Context: an optimization exercise on an open-source flow, tuned for small area. The choices shown serve that exercise and are no tape-out recipe. Only simulation tests tie the RTL to the original design; equivalence was not proved. No activity file was given, so power comes from the tool's default toggle rates.

File: flow/config.mk
export PLATFORM = sky130hd
export DESIGN_NAME = queue_table_top
export DESIGN_NICKNAME = queue_table_top
export VERILOG_FILES = /design/flow/design.v
export SDC_FILE = /design/flow/constraint.sdc
export NUM_CORES = 4
export LEC_CHECK = 0
export CAP_MARGIN = 20
export CORE_MARGIN = 2
export CORE_UTILIZATION = 40
export SLEW_MARGIN = 20
export SYNTH_MEMORY_MAX_BITS = 8192
File: flow/constraint.sdc
create_clock -name core_clock -period 5.0 [get_ports {pcie_clk}]
set_input_delay 1.0000 -clock core_clock [delete_from_list [all_inputs] [get_ports {pcie_clk}]]
set_output_delay 1.0000 -clock core_clock [all_outputs]
set_load 0.01 [all_outputs]
File: flow/design.v
package queue_table_pkg;
    typedef logic [4-1:0] queue_idx_t;
    typedef logic [32-1:0] table_word_t;
    typedef logic [16-1:0] rb_ptr_t;
    typedef enum logic [2:0] {
        DSC_TAIL   = 3'd0,
        DSC_HEAD   = 3'd1,
        DSC_L_ADDR = 3'd2,
        DSC_H_ADDR = 3'd3,
        PKT_TAIL   = 3'd4,
        PKT_HEAD   = 3'd5,
        PKT_L_ADDR = 3'd6,
        PKT_H_ADDR = 3'd7
    } table_sel_e;
    typedef enum logic [1:0] {
        OP_NONE  = 2'd0,
        OP_READ  = 2'd1,
        OP_WRITE = 2'd2
    } port_op_e;
endpackage
`timescale 1ns/1ps
module host_access_ctrl (
    input  logic                                        pcie_clk,
    input  logic                                        pcie_reset_n,
    input  logic [16-1:0]              pcie_address_0,
    input  logic                                        pcie_write_0,
    input  logic                                        pcie_read_0,
    input  logic [511:0]                                pcie_writedata_0,
    input  logic [63:0]                                 pcie_byteenable_0,
    output logic [2*8-1:0]                 host_op_b,
    output logic [4*8-1:0] host_addr_b,
    output logic [32*8-1:0]    host_wr_data_b,
    output logic                                        read_issued
);
    localparam int BYTES_PER_WORD = 32 / 8;
    queue_table_pkg::queue_idx_t page_idx;
    queue_table_pkg::queue_idx_t rd_queue_pend;
    logic                        reg_region;
    logic                        reg_read;
    logic                        rd_pending;
    assign page_idx   = pcie_address_0[12 +: 4];
    assign reg_region = pcie_address_0[12-1:6] < 1;
    assign reg_read   = pcie_read_0 && reg_region;
    always_ff @(posedge pcie_clk) begin
        if (!pcie_reset_n) begin
            rd_pending  <= 1'b0;
            read_issued <= 1'b0;
        end else begin
            read_issued <= rd_pending && !pcie_write_0;
            if (reg_read) begin
                rd_pending <= 1'b1;
            end else if (!pcie_write_0) begin
                rd_pending <= 1'b0;
            end
        end
    end
    always_ff @(posedge pcie_clk) begin
        if (reg_read) begin
            rd_queue_pend <= page_idx;
        end
    end
    for (genvar t = 0; t < 8; t++) begin : g_tbl
        localparam queue_table_pkg::table_sel_e SEL = queue_table_pkg::table_sel_e'(t);
        localparam bit HOST_WR = (SEL != queue_table_pkg::DSC_TAIL) &&
                                 (SEL != queue_table_pkg::PKT_TAIL);
        logic word_en;
        assign word_en = &pcie_byteenable_0[t*BYTES_PER_WORD +: BYTES_PER_WORD];
        always_ff @(posedge pcie_clk) begin
            if (!pcie_reset_n) begin
                host_op_b[2*t +: 2] <= queue_table_pkg::OP_NONE;
            end else if (pcie_write_0) begin
                host_op_b[2*t +: 2] <= (HOST_WR && word_en) ? queue_table_pkg::OP_WRITE
                                                            : queue_table_pkg::OP_NONE;
            end else if (rd_pending) begin
                host_op_b[2*t +: 2] <= queue_table_pkg::OP_READ;
            end else begin
                host_op_b[2*t +: 2] <= queue_table_pkg::OP_NONE;
            end
        end
        always_ff @(posedge pcie_clk) begin
            host_addr_b[t*4 +: 4] <=
                pcie_write_0 ? page_idx : rd_queue_pend;
            host_wr_data_b[t*32 +: 32] <=
                pcie_writedata_0[t*32 +: 32];
        end
    end
endmodule
`timescale 1ns/1ps
module queue_table_bank (
    input  logic                         pcie_clk,
    input  queue_table_pkg::queue_idx_t  addr_b,
    input  queue_table_pkg::table_word_t wr_data_b,
    input  queue_table_pkg::port_op_e    op_b,
    output queue_table_pkg::table_word_t rd_data_b,
    input  queue_table_pkg::port_op_e    op_a_0,
    input  queue_table_pkg::port_op_e    op_a_1,
    input  queue_table_pkg::queue_idx_t  addr_a,
    input  queue_table_pkg::queue_idx_t  wr_addr_a,
    input  queue_table_pkg::table_word_t wr_data_a,
    output queue_table_pkg::table_word_t rd_data_a,
    output logic                         rd_valid_a
);
    queue_table_pkg::table_word_t mem [0:16-1];
    logic                         rd_a;
    logic                         wr_a;
    logic                         rd_b;
    logic                         wr_b;
    logic                         hit_a;
    logic                         hit_b;
    logic                         rd_a_q;
    logic                         byp_sel;
    queue_table_pkg::table_word_t byp_word;
    queue_table_pkg::table_word_t mem_q_a;
    queue_table_pkg::table_word_t mem_q_b;
    assign rd_a = op_a_0 == queue_table_pkg::OP_READ;
    assign wr_a = op_a_1 == queue_table_pkg::OP_WRITE;
    assign rd_b = op_b == queue_table_pkg::OP_READ;
    assign wr_b = op_b == queue_table_pkg::OP_WRITE;
    assign hit_b = rd_a && wr_b && (addr_b == addr_a);
    assign hit_a = rd_a && wr_a && (wr_addr_a == addr_a);
    always_ff @(posedge pcie_clk) begin
        if (wr_b) begin
            mem[addr_b] <= wr_data_b;
        end
        if (wr_a) begin
            mem[wr_addr_a] <= wr_data_a;
        end
    end
    always_ff @(posedge pcie_clk) begin
        if (rd_a && !hit_a && !hit_b) begin
            mem_q_a <= mem[addr_a];
        end
        byp_sel  <= hit_a || hit_b;
        byp_word <= hit_a ? wr_data_a : wr_data_b;
        rd_a_q   <= rd_a;
    end
    always_ff @(posedge pcie_clk) begin
        rd_data_a  <= byp_sel ? byp_word : mem_q_a;
        rd_valid_a <= rd_a_q;
    end
    always_ff @(posedge pcie_clk) begin
        if (rd_b) begin
            mem_q_b <= mem[addr_b];
        end
        rd_data_b <= mem_q_b;
    end
endmodule
`timescale 1ns/1ps
module queue_state_merge (
    input  logic                                          pcie_clk,
    input  logic                                          pcie_reset_n,
    input  logic                                          queue_rd_en,
    input  logic                                          tail_wr_en,
    input  queue_table_pkg::queue_idx_t                   rd_queue,
    input  queue_table_pkg::queue_idx_t                   wr_queue,
    input  queue_table_pkg::rb_ptr_t                      new_dsc_tail,
    input  queue_table_pkg::rb_ptr_t                      new_pkt_tail,
    output logic [2*8-1:0]                   eng_op_a_0,
    output logic [2*8-1:0]                   eng_op_a_1,
    output logic [4*8-1:0] eng_addr_a,
    output logic [4*8-1:0] eng_wr_addr_a,
    output logic [32*8-1:0]      eng_wr_data_a,
    input  logic [32*8-1:0]      eng_rd_data_a,
    input  logic [8-1:0]                     eng_rd_valid_a,
    input  logic [32*8-1:0]      host_rd_data_b,
    input  logic                                          read_issued,
    output logic                                          queue_ready,
    output queue_table_pkg::rb_ptr_t                      dsc_head,
    output queue_table_pkg::rb_ptr_t                      dsc_tail,
    output queue_table_pkg::rb_ptr_t                      pkt_head,
    output queue_table_pkg::rb_ptr_t                      pkt_tail,
    output logic [63:0]                                   dsc_buf_addr,
    output logic [63:0]                                   pkt_buf_addr,
    output logic [511:0]                                  pcie_readdata_0,
    output logic                                          pcie_readdatavalid_0
);
    localparam int W = 32;
    logic [1:0] rd_issued_d;
    for (genvar t = 0; t < 8; t++) begin : g_eng
        localparam queue_table_pkg::table_sel_e SEL = queue_table_pkg::table_sel_e'(t);
        localparam bit IS_TAIL = (SEL == queue_table_pkg::DSC_TAIL) ||
                                 (SEL == queue_table_pkg::PKT_TAIL);
        always_ff @(posedge pcie_clk) begin
            if (!pcie_reset_n) begin
                eng_op_a_0[2*t +: 2] <= queue_table_pkg::OP_NONE;
                eng_op_a_1[2*t +: 2] <= queue_table_pkg::OP_NONE;
            end else begin
                eng_op_a_0[2*t +: 2] <= queue_rd_en ? queue_table_pkg::OP_READ
                                                    : queue_table_pkg::OP_NONE;
                eng_op_a_1[2*t +: 2] <= (IS_TAIL && tail_wr_en) ? queue_table_pkg::OP_WRITE
                                                                : queue_table_pkg::OP_NONE;
            end
        end
        always_ff @(posedge pcie_clk) begin
            eng_addr_a[t*4 +: 4]    <= rd_queue;
            eng_wr_addr_a[t*4 +: 4] <= wr_queue;
            eng_wr_data_a[t*W +: W] <= (SEL == queue_table_pkg::PKT_TAIL) ? W'(new_pkt_tail)
                                                                         : W'(new_dsc_tail);
        end
    end
    assign queue_ready  = |eng_rd_valid_a;
    assign dsc_head     = eng_rd_data_a[queue_table_pkg::DSC_HEAD*W +: 16];
    assign dsc_tail     = eng_rd_data_a[queue_table_pkg::DSC_TAIL*W +: 16];
    assign pkt_head     = eng_rd_data_a[queue_table_pkg::PKT_HEAD*W +: 16];
    assign pkt_tail     = eng_rd_data_a[queue_table_pkg::PKT_TAIL*W +: 16];
    assign dsc_buf_addr = {eng_rd_data_a[queue_table_pkg::DSC_H_ADDR*W +: W],
                           eng_rd_data_a[queue_table_pkg::DSC_L_ADDR*W +: W]};
    assign pkt_buf_addr = {eng_rd_data_a[queue_table_pkg::PKT_H_ADDR*W +: W],
                           eng_rd_data_a[queue_table_pkg::PKT_L_ADDR*W +: W]};
    always_ff @(posedge pcie_clk) begin
        if (!pcie_reset_n) begin
            rd_issued_d          <= 2'b00;
            pcie_readdatavalid_0 <= 1'b0;
        end else begin
            rd_issued_d          <= {rd_issued_d[0], read_issued};
            pcie_readdatavalid_0 <= rd_issued_d[1];
        end
    end
    always_ff @(posedge pcie_clk) begin
        if (rd_issued_d[1]) begin
            pcie_readdata_0 <= {256'd0, host_rd_data_b};
        end
    end
endmodule
`timescale 1ns/1ps
module queue_table_top (
    input  logic                           pcie_clk,
    input  logic                           pcie_reset_n,
    input  logic [16-1:0] pcie_address_0,
    input  logic                           pcie_write_0,
    input  logic                           pcie_read_0,
    input  logic [511:0]                   pcie_writedata_0,
    input  logic [63:0]                    pcie_byteenable_0,
    output logic [511:0]                   pcie_readdata_0,
    output logic                           pcie_readdatavalid_0,
    input  logic                           queue_rd_en,
    input  logic [3:0]                     rd_queue,
    input  logic                           tail_wr_en,
    input  logic [3:0]                     wr_queue,
    input  logic [15:0]                    new_dsc_tail,
    input  logic [15:0]                    new_pkt_tail,
    output logic                           queue_ready,
    output logic [15:0]                    dsc_head,
    output logic [15:0]                    dsc_tail,
    output logic [63:0]                    dsc_buf_addr,
    output logic [15:0]                    pkt_head,
    output logic [15:0]                    pkt_tail,
    output logic [63:0]                    pkt_buf_addr
);
    localparam int N  = 8;
    localparam int W  = 32;
    localparam int QW = 4;
    logic              read_issued;
    logic [2*N-1:0]    host_op_b;
    logic [QW*N-1:0]   host_addr_b;
    logic [W*N-1:0]    host_wr_data_b;
    logic [W*N-1:0]    host_rd_data_b;
    logic [2*N-1:0]    eng_op_a_0;
    logic [2*N-1:0]    eng_op_a_1;
    logic [QW*N-1:0]   eng_addr_a;
    logic [QW*N-1:0]   eng_wr_addr_a;
    logic [W*N-1:0]    eng_wr_data_a;
    logic [W*N-1:0]    eng_rd_data_a;
    logic [N-1:0]      eng_rd_valid_a;
    host_access_ctrl host_access_ctrl_inst (
        .pcie_clk          (pcie_clk),
        .pcie_reset_n      (pcie_reset_n),
        .pcie_address_0    (pcie_address_0),
        .pcie_write_0      (pcie_write_0),
        .pcie_read_0       (pcie_read_0),
        .pcie_writedata_0  (pcie_writedata_0),
        .pcie_byteenable_0 (pcie_byteenable_0),
        .host_op_b         (host_op_b),
        .host_addr_b       (host_addr_b),
        .host_wr_data_b    (host_wr_data_b),
        .read_issued       (read_issued)
    );
    for (genvar t = 0; t < N; t++) begin : g_bank
        queue_table_bank queue_table_bank_inst (
            .pcie_clk   (pcie_clk),
            .addr_b     (host_addr_b[t*QW +: QW]),
            .wr_data_b  (host_wr_data_b[t*W +: W]),
            .op_b       (queue_table_pkg::port_op_e'(host_op_b[2*t +: 2])),
            .rd_data_b  (host_rd_data_b[t*W +: W]),
            .op_a_0     (queue_table_pkg::port_op_e'(eng_op_a_0[2*t +: 2])),
            .op_a_1     (queue_table_pkg::port_op_e'(eng_op_a_1[2*t +: 2])),
            .addr_a     (eng_addr_a[t*QW +: QW]),
            .wr_addr_a  (eng_wr_addr_a[t*QW +: QW]),
            .wr_data_a  (eng_wr_data_a[t*W +: W]),
            .rd_data_a  (eng_rd_data_a[t*W +: W]),
            .rd_valid_a (eng_rd_valid_a[t])
        );
    end
    queue_state_merge queue_state_merge_inst (
        .pcie_clk             (pcie_clk),
        .pcie_reset_n         (pcie_reset_n),
        .queue_rd_en          (queue_rd_en),
        .tail_wr_en           (tail_wr_en),
        .rd_queue             (rd_queue),
        .wr_queue             (wr_queue),
        .new_dsc_tail         (new_dsc_tail),
        .new_pkt_tail         (new_pkt_tail),
        .eng_op_a_0           (eng_op_a_0),
        .eng_op_a_1           (eng_op_a_1),
        .eng_addr_a           (eng_addr_a),
        .eng_wr_addr_a        (eng_wr_addr_a),
        .eng_wr_data_a        (eng_wr_data_a),
        .eng_rd_data_a        (eng_rd_data_a),
        .eng_rd_valid_a       (eng_rd_valid_a),
        .host_rd_data_b       (host_rd_data_b),
        .read_issued          (read_issued),
        .queue_ready          (queue_ready),
        .dsc_head             (dsc_head),
        .dsc_tail             (dsc_tail),
        .pkt_head             (pkt_head),
        .pkt_tail             (pkt_tail),
        .dsc_buf_addr         (dsc_buf_addr),
        .pkt_buf_addr         (pkt_buf_addr),
        .pcie_readdata_0      (pcie_readdata_0),
        .pcie_readdatavalid_0 (pcie_readdatavalid_0)
    );
endmodule
File: flow/run.sh
#!/bin/bash
# synth_recipe.tcl (not shown) runs the flow's synth.tcl, then flattens the netlist and writes it again
# the make line also repeats each setting of config.mk as NAME=value (left out here)
make -C /OpenROAD-flow-scripts/flow DESIGN_CONFIG=/design/flow/config.mk WORK_HOME=/design/flow/orfs CLKGATE_MAP_FILE= SYNTH_SCRIPT=/design/flow/synth_recipe.tcl finish
==> summary.txt <==
status complete, no violations; Arrival @ worst endpoint 4.27 ns; Yosys top cell area share 63.76%; Crit. End Element flip-flop; antenna-violating nets left 0; register bit total from synthesis 5127; initial antenna violation count 60; total track usage 23.46%; clock transition at the registers of the reported paths 0.07 ns; area leader, netlist edfxtp_1; DR iter-0 viols 12560; Core Area 496800 um^2; Top delay family on crit path simple AND/OR/NAND/NOR gates; Sink Count 5127; Clock Tree Root clkbuf_16; post-cts gate resize count 0; vias in the first global route 107700; Most Used Layer, Global Route met2; Hold Slack 0.3262 ns; Worst-Skew Late Latency 1.09 ns; Max Cap Violations 0; hold depth 0; worst-case reg-to-reg path depth 5; hold crit path type flip-flop to flip-flop; fillers 40690; Max Freq 284.7 MHz; switching part of the total 22.36%; grt ovf 0; Finish-stage setup viols 0; H-tree Lvls 6; M1 GR Usage 32.00%; RSZ-0062 raised after global routing no; DRC 0; layout cells sized above 1 27.87%; Die H 709.6 um; CTS max path bufs 4; Net Sw Power 0.02081 W; Mapped Area 199100 um^2; Slew headroom 19.75%; sequential cell area fraction in the yosys report 72.80%; Critical Path, Cell by Cell nor2b_1 > nand3_1 > buf_4 > nor2_4 > buf_4; clock power share 44.3%; Vias/cell 5.873; CTS tree built; final period utilization 70.25%; Starting Density 40.08%; CTS Buf Count 550; CP Depth 5; Routability Congestion 0.7757; Post-CTS Setup Bufs 0; design area 233900 um^2; most common cell after layout, fill and taps aside edfxtp_1; Syn. warnings 3; Initial DRT Pass Iterations 6; met3 global-route usage 4.352%; sequential power share 50.8%; crit path max fanout 16; # IOs 1344; total power 0.09306 W; met2 Resource Use GR 37.74%; Worst EP required 5.75 ns; post-route setup TNS 0 ns; cells after synthesis 9635; vias 104300; pin count of the biggest net entering global routing 146; leakage 76.33 nW; crit path kind flip-flop to flip-flop; fin crit period 3.513 ns; Power Density 397.8 nW/um^2; Buf+Inv Stages, Crit Path 2; combinational power share 5.0%; CP max stage delay 0.74 ns; most frequent cells in the layout edfxtp_1, mux4_2, dfxtp_1; Power Internal 0.07225 W; drt wl/cell 33.90 um; slowest CP cell nor2_4; final wirelength 601900 um; # nets final 11240; Tightest Pin Transition 1.204 ns; port bufs 721; Fin. Hold Viols 0; top area cells in the synthesized netlist edfxtp_1, mux4_2, dfxtp_1; Crit path top cell by count buf_4; row cnt 259; CP startpoint kind flip-flop; post-DP HPWL 341400 um; cts-stage hold buffer count 0; Slew Limit Fails 0; area growth from synthesis to layout 17.47%; Die ar. 503500 um^2; Area after DPL 215200 um^2; synthesized area per cell 20.67 um^2; peak supply drop 482.5 uV; Yosys cell types 38; clk_skew 0.06032 ns; Die X 709.6 um; first-pass GRT wire length 832500 um
==> final timing paths <==
path	start	to	slack, ns
setup / recovery	host_access_ctrl_inst.host_addr_b[2]$_DFF_P_	g_bank[1].queue_table_bank_inst.mem[13][6]$_DFFE_PP_	1.49
hold / removal	g_bank[1].queue_table_bank_inst.mem_q_b[18]$_DFFE_PN_	g_bank[1].queue_table_bank_inst.rd_data_b[18]$_DFF_P_	0.33
setup reg to reg	host_access_ctrl_inst.host_addr_b[2]$_DFF_P_	g_bank[1].queue_table_bank_inst.mem[13][6]$_DFFE_PP_	1.49
hold reg to reg	g_bank[1].queue_table_bank_inst.mem_q_b[18]$_DFFE_PN_	g_bank[1].queue_table_bank_inst.rd_data_b[18]$_DFF_P_	0.33
==> stage by stage <==
step                worst slack [ns]  utilization [%]  std cells
finish                         1.487            47.09      17760
CTS                            1.422            47.07      17730
global placement               1.510            43.31      16700
floorplan                      1.619                -       9922
detailed placement             1.466            43.32      16710
global route                   1.305            47.08      17740
==> state kept, by name, indices dropped and copies added (netlist names), 2 cells and up <==
name and count:
g_bank.queue_table_bank_inst.byp_sel 7, g_bank.queue_table_bank_inst.mem 3584, queue_state_merge_inst.pcie_readdata_0 224, host_access_ctrl_inst.host_op_b 7, host_access_ctrl_inst.host_addr_b 4, g_bank.queue_table_bank_inst.mem_q_b 224, g_bank.queue_table_bank_inst.rd_data_a 192, g_bank.queue_table_bank_inst.mem_q_a 192
host_access_ctrl_inst.rd_queue_pend 4, queue_state_merge_inst.eng_wr_addr_a 4, g_bank.queue_table_bank_inst.rd_data_b 224, queue_state_merge_inst.eng_addr_a 4, queue_state_merge_inst.eng_wr_data_a 32, g_bank.queue_table_bank_inst.byp_word 192, host_access_ctrl_inst.host_wr_data_b 224, queue_state_merge_inst.rd_issued_d 2
==> power by group through the flow <==
stage	combinational (W)	sequential [W]	clock, W
floorplan	0.00298	0.0479	0
global route	0.00488	0.0473	0.0437
global placement	0.00461	0.0481	0
CTS	0.00465	0.0473	0.0420
finish	0.00462	0.0472	0.0412
detailed placement	0.00463	0.0482	0
==> logic make-up after synthesis <==
family	count (synthesis)	share of synthesized area, %
flops	5127	72.80
mux	2008	20.02
buf+inv	909	2.416
compound gates	901	3.339
simple gates	684	1.401
xor+xnor	5	0.02200
other cells	1	0.001883
==> cell usage after synthesis, drive strengths merged <==
master,count
edfxtp,4228
mux4,1549
dfxtp,899
a22oi,793
buf,579
nand2,386
clkbuf,325
mux2i,231
mux2,228
nor2,181
o22ai,92
nand3,65
nor2b,17
and2,9
nand2b,8
nand4,7
o21a,6
inv,5
nor3,5
a221o,3
o21ai,3
xor2,3
a21oi,2
nand3b,2
xnor2,2
a222oi,1
conb,1
nand4b,1
nor4,1
o211a,1
or2,1
or4b,1
==> layout make-up <==
type / instances / area (um^2) / share of cell area, %
multi-input cells: 3886 / 51500 / 22.01
clock inverters: 252 / 3188 / 1.363
repair buffers: 1033 / 10390 / 4.442
clock buffers: 768 / 15420 / 6.594
inverters: 5 / 18.77 / 0.008023
flip-flops and latches: 5127 / 145000 / 61.99
well taps: 6655 / 8327 / 3.560
diodes: 30 / 75.07 / 0.03209
==> layer usage <==
layer  vias to the layer above  wire length, um
met5                         -               66
met4                        10            23710
met3                      1030            52990
met2                      5670           287700
met1                     55890           237400
li1                      41680                -

[static timing again, ports no longer ideal]
The flow's constraints put no driver on any port. The routed layout listed below was extracted and timed again, unchanged, in two steps.
Step 1 assumes that a clkbuf_16 drives the clock port and a buf_2 every other input.
Step 2 times the ports against the registers' clock, not the clock port: input delays grow and output delays shrink by t, the midpoint of the rising clock arrivals with the driver on.
Three values: no drivers, after step 1, after step 2; two values: the first two.
t, ns: 1.191
setup WS [ns]: 1.487 / 1.487 / 1.487
pins driven straight from the clock port: 1
After both steps setup and hold are still met in this run. For this run, drivers alone change the setup slack by 0.000 ns; drivers and shift together by 0.000 ns.
